What follows belongs to an exercise in optimizing a design on an open flow for small area; a production flow would make more cautious choices. In this exercise RTL edits were held to simulation tests only and were not proved equivalent to the original. No activity file was given, so power comes from the tool's default toggle rates.

lagoon:
==> flow/design.v (excerpt) <==
module vreg_writeback #(
    parameter int LANES = 16,
    parameter int W     = 32
) (
    input  wire logic               clk,
    input  wire logic               rst,
    input  wire logic               alu_valid,
    output      logic               alu_ready,
    input  wire logic [3:0]         alu_rd,
    input  wire logic               alu_vec,
    input  wire logic [LANES*W-1:0] alu_data,
    input  wire logic               mem_valid,
    output      logic               mem_ready,
    input  wire logic [3:0]         mem_rd,
    input  wire logic               mem_vec,
    input  wire logic [W-1:0]       mem_data,
    output      logic               we3,
    output      logic [3:0]         ra3,
    output      logic [LANES*W-1:0] wd3,
    output      logic               selec_v_s_w,
    output      logic               pend_valid,
    output      logic [3:0]         pend_rd,
    output      logic               pend_vec,
    output      logic               pc_drop
);
    localparam logic [3:0] PC_REG = 4'd15;
    logic [3:0]              cnt_q;
    logic                    pwr_q;
    logic                    mwr_q;
    logic [3:0]              rd_q;
    logic                    vec_q;
    logic [LANES*W-1:0]      buf_q;      
    logic [LANES*W-1:0]      wd3_q;
    logic [3:0]              ra3_q;
    logic                    sel_q;
    logic                    we3_q;
    logic                    drop_q;
    logic                    ready_w;
    logic                    mem_acc_w;
    logic                    first_w;
    logic                    last_w;
  ...
Size: about 1800 cells after synthesis, ~1100 I/O pins.
Settings: LEC_CHECK=0, ABC_AREA=1, CAP_MARGIN=20, CORE_AREA=4 4 376 376, DIE_AREA=0 0 380 380, SLEW_MARGIN=20; clock period 4.0 ns.
standard.sh (not shown) runs the stock make flow with config.mk's settings and CLKGATE_MAP_FILE= SYNTH_SCRIPT=/design/flow/synth_recipe.tcl, a recipe that flattens the netlist after the stock synthesis.
==> flow/flow/run.sh <==
#!/bin/bash
# Standard ORFS layout with two changes that only affect cell choice:
#  - port buffers use the smallest buffer (buf_1) instead of the default
#  - clock tree built from clkbuf_4/clkbuf_8 with smaller sink clusters and
#    no dummy loads
set -euo pipefail
export BUFFER_PORTS_ARGS="-buffer_cell sky130_fd_sc_hd__buf_1"
export CTS_ARGS="-sink_clustering_enable -repair_clock_nets -dont_use_dummy_load -sink_clustering_size 16 -sink_clustering_max_diameter 50 -buf_list {sky130_fd_sc_hd__clkbuf_4 sky130_fd_sc_hd__clkbuf_8}"
bash standard.sh > standard.log 2>&1
lagoon completed every stage of the flow, and the final layout passed the timing, DRC and antenna checks.
diff inputs: lagoon => sierra
Settings: ABC_AREA: 1 -> unset.
--- a/flow/flow/run.sh
+++ b/flow/flow/run.sh
@@ -8 +8 @@
-export CTS_ARGS="-sink_clustering_enable -repair_clock_nets -dont_use_dummy_load -sink_clustering_size 16 -sink_clustering_max_diameter 50 -buf_list {sky130_fd_sc_hd__clkbuf_4 sky130_fd_sc_hd__clkbuf_8}"
+export CTS_ARGS="-sink_clustering_enable -repair_clock_nets -dont_use_dummy_load -sink_clustering_size 16 -sink_clustering_max_diameter 60 -buf_list {sky130_fd_sc_hd__clkbuf_4 sky130_fd_sc_hd__clkbuf_8}"
sierra has completed all stages; timing, DRC and antenna checks passed.
Against lagoon, worst supply voltage drop on vdd in sierra rose by more than a quarter.
Compared to lagoon, sierra has total vias in the final route 2.0% lower.
sierra: final cell count is 103 lower than what lagoon reported.
In sierra, proportion of cell area occupied by registers is higher than in lagoon.
Changes observed in sierra relative to lagoon: final critical-path setup slack went down 0.33 ns; average via count per standard cell held.
Between lagoon and sierra, the flow reports power decreasing slightly.
Modified inputs, violet compared to sierra
Settings: ABC_AREA: unset -> 1.
==> flow/flow/run.sh <==
#!/bin/bash
# Standard ORFS layout with two changes that only affect cell choice:
#  - port buffers use the smallest buffer (buf_1) instead of the default
#  - clock tree built from mid-size clock buffers, without dummy loads
set -euo pipefail
export BUFFER_PORTS_ARGS="-buffer_cell sky130_fd_sc_hd__buf_1"
export CTS_ARGS="-sink_clustering_enable -repair_clock_nets -dont_use_dummy_load -buf_list {sky130_fd_sc_hd__clkbuf_4 sky130_fd_sc_hd__clkbuf_8}"
bash standard.sh > standard.log 2>&1
- violet ends up with a post-layout instance area that is 2.7% higher than in sierra.
- violet against sierra: switching fraction of total power now smaller, part of the total power dissipated in combinational logic lost 1.1 points, post-synth design cell area went up.
- From sierra to violet the numbers moved as follows: total leakage power up about 10%, portion of the clock cycle consumed by the worst path in the final layout down 5.8 points.
- On compound-cell area share of the yosys netlist, sierra tracks violet almost exactly.
- violet vs sierra, routing usage on met2 went up by 2.5 points.
- Cmp violet and sierra / power after layout / higher: violet
- Of the two values seen for end point of the critical path, pend_rd[3] was produced by sierra and pend_vec by violet.
- Relative to sierra, routed length per instance increased by 2.8% in violet.

* * *

## old
Another version of the RTL of vreg_writeback (not shown whole).
Size: roughly 1700 cells after synthesis, roughly 1100 I/O pins.
clock: 4.0 ns
lec_check: 0
cap_margin: 20
core_area: 4 4 376 376
die_area: 0 0 380 380
slew_margin: 20
run.sh (not shown) runs the stock make flow with config.mk's settings and CLKGATE_MAP_FILE= SYNTH_SCRIPT=/design/flow/synth_recipe.tcl, a recipe that flattens the netlist after the stock synthesis.
Stock flow here: none of the scripts above is used.
old reached the end of the flow, and the finished layout is clean on the timing, DRC and antenna checks.
#### Input delta (new over old)
# old
export LEC_CHECK = 0
export CAP_MARGIN = 20
export CORE_AREA = 4 4 376 376
export DIE_AREA = 0 0 380 380
export SLEW_MARGIN = 20
create_clock -name core_clock -period 4.0 [get_ports {clk}]
# new
export LEC_CHECK = 0
export ABC_AREA = 1
export CAP_MARGIN = 20
export CORE_AREA = 4 4 376 376
export DIE_AREA = 0 0 380 380
export SLEW_MARGIN = 20
create_clock -name core_clock -period 4.0 [get_ports {clk}]
In the metrics for new and old, the one carrying the higher combinational fraction of design power is new.
Against old, cell area after layout in new rose by a few percent.
Diff old..new | flip-flop and latch count | unchanged
Relative to old, the maximum ir drop on the vdd rail of new is lower by 0.023 mV.
new consumes more power than old does.
Changes observed in new relative to old: hold slack went up, initial standard-cell utilization of the core up 2.3 points, multi-input logic area rose by 48%.
Setup slack, new and old: higher on new
On synthesized area, the lower figure sits with old, not new.

* * *

== run D ==
vreg_writeback again, from the RTL that the note above started with.
Design vreg_writeback, start of the top module:
module vreg_writeback #(
    parameter int LANES = 16,
    parameter int W     = 32
) (
    input  wire logic               clk,
    input  wire logic               rst,
    input  wire logic               alu_valid,
    output      logic               alu_ready,
    input  wire logic [3:0]         alu_rd,
    input  wire logic               alu_vec,
    input  wire logic [LANES*W-1:0] alu_data,
    input  wire logic               mem_valid,
    output      logic               mem_ready,
    input  wire logic [3:0]         mem_rd,
    input  wire logic               mem_vec,
    input  wire logic [W-1:0]       mem_data,
    output      logic               we3,
    output      logic [3:0]         ra3,
    output      logic [LANES*W-1:0] wd3,
    output      logic               selec_v_s_w,
    output      logic               pend_valid,
    output      logic [3:0]         pend_rd,
    output      logic               pend_vec,
    output      logic               pc_drop
);
    localparam logic [3:0] PC_REG = 4'd15;
    logic [3:0]              cnt_q;
    logic                    pwr_q;
    logic                    mwr_q;
    logic [3:0]              rd_q;
    logic                    vec_q;
    logic [LANES*W-1:0]      buf_q;      
    logic [LANES*W-1:0]      alu_q;
    logic [3:0]              ard_q;
    logic                    avec_q;
    logic                    we3_q;
    logic                    drop_q;
    logic                    ready_w;
    logic                    mem_acc_w;
    logic                    first_w;
    logic                    last_w;
    logic                    g_valid_w;
    logic                    g_vec_w;
    logic [3:0]              g_rd_w;
    logic                    g_drop_w;
    logic                    vsel_m_w;
    logic                    vsel_a_w;
    assign ready_w   = !rst && !pwr_q;
    assign mem_acc_w = mem_valid && ready_w;
    assign first_w   = (cnt_q == 4'd0);
    assign last_w    = first_w ? !mem_vec : (cnt_q == 4'd15);
    assign alu_ready = ready_w;
    assign mem_ready = ready_w;
    assign g_valid_w = pwr_q || (alu_valid && ready_w);
    assign g_vec_w   = pwr_q ? vec_q : alu_vec;
    assign g_rd_w    = pwr_q ? rd_q  : alu_rd;
    assign g_drop_w  = !g_vec_w && (g_rd_w == PC_REG);
  ...
Settings: LEC_CHECK=0, ABC_AREA=1, CAP_MARGIN=20, CORE_AREA=4 4 256 256, DIE_AREA=0 0 260 260, SLEW_MARGIN=20; clock period 4.0 ns.
standard.sh (not shown) runs the stock make flow with config.mk's settings and CLKGATE_MAP_FILE= SYNTH_SCRIPT=/design/flow/synth_recipe.tcl, a recipe that flattens the netlist after the stock synthesis.
==> flow/flow/run.sh <==
#!/bin/bash
# Standard ORFS layout with two changes that only affect cell choice:
#  - port buffers use the smallest buffer (buf_1) instead of the default
#  - clock tree built from mid-size clock buffers, without dummy loads
set -euo pipefail
export BUFFER_PORTS_ARGS="-buffer_cell sky130_fd_sc_hd__buf_1"
export CTS_ARGS="-sink_clustering_enable -repair_clock_nets -dont_use_dummy_load -buf_list {sky130_fd_sc_hd__clkbuf_4 sky130_fd_sc_hd__clkbuf_8}"
bash standard.sh > standard.log 2>&1
Run D did not finish: a tool error stopped it during I/O pin placement.
The inputs of run B differ from those of run D as listed below.
==> flow/run.sh (new file) <==
#!/bin/bash
# synth_recipe.tcl (not shown) runs the flow's synth.tcl, then flattens the netlist and writes it again
# the make line also repeats each setting of config.mk as NAME=value (left out here)
make -C /OpenROAD-flow-scripts/flow DESIGN_CONFIG=/design/flow/config.mk WORK_HOME=/design/flow/orfs CLKGATE_MAP_FILE= SYNTH_SCRIPT=/design/flow/synth_recipe.tcl finish
removed: flow/flow/run.sh
removed: flow/standard.sh
[summary]
Run B: PPL-0024 in I/O pin placement -> run aborted. Die span in y: run B vs run D identical. From run B to run D, summed instance area of the synthesized netlist did not move at all. Re post-synthesis share of cell area spent on and, or, nand and nor gates: no difference whatsoever between run B and run D. As far as number of synthesized flops with an enable pin is concerned, run B and run D perform about the same. Between run B and run D, the starting density of the core does not differ in any meaningful way.

separate check: timing with driven ports:
In the flow no input, the clock included, has a driving cell. The finished layouts below were timed again as built, in two steps.
Step 1: set_driving_cell puts a clkbuf_16 on clk and a buf_2 on each other input, an assumption about the parent block.
Step 2 times the ports against the registers' clock, not the clock port: input delays grow and output delays shrink by t, the midpoint of the rising clock arrivals with the driver on.
Three values: ideal ports, drivers, drivers and shift; two values: the first two.
run | shift t [ns] | setup WS [ns] | worst data-port slew with drivers (ns)
lagoon | 0.804 | 1.043 / 0.987 / 1.353 | 0.29
sierra | 0.776 | 0.711 / 0.656 / 1.351 | 0.24
violet | 0.865 | 0.945 / 0.890 / 1.393 | 0.30
old | 0.760 | 0.102 / 0.040 / 0.513 | 0.19
new | 0.770 | 0.244 / 0.180 / 0.950 | 0.18
After both steps every run listed still meets setup and hold.
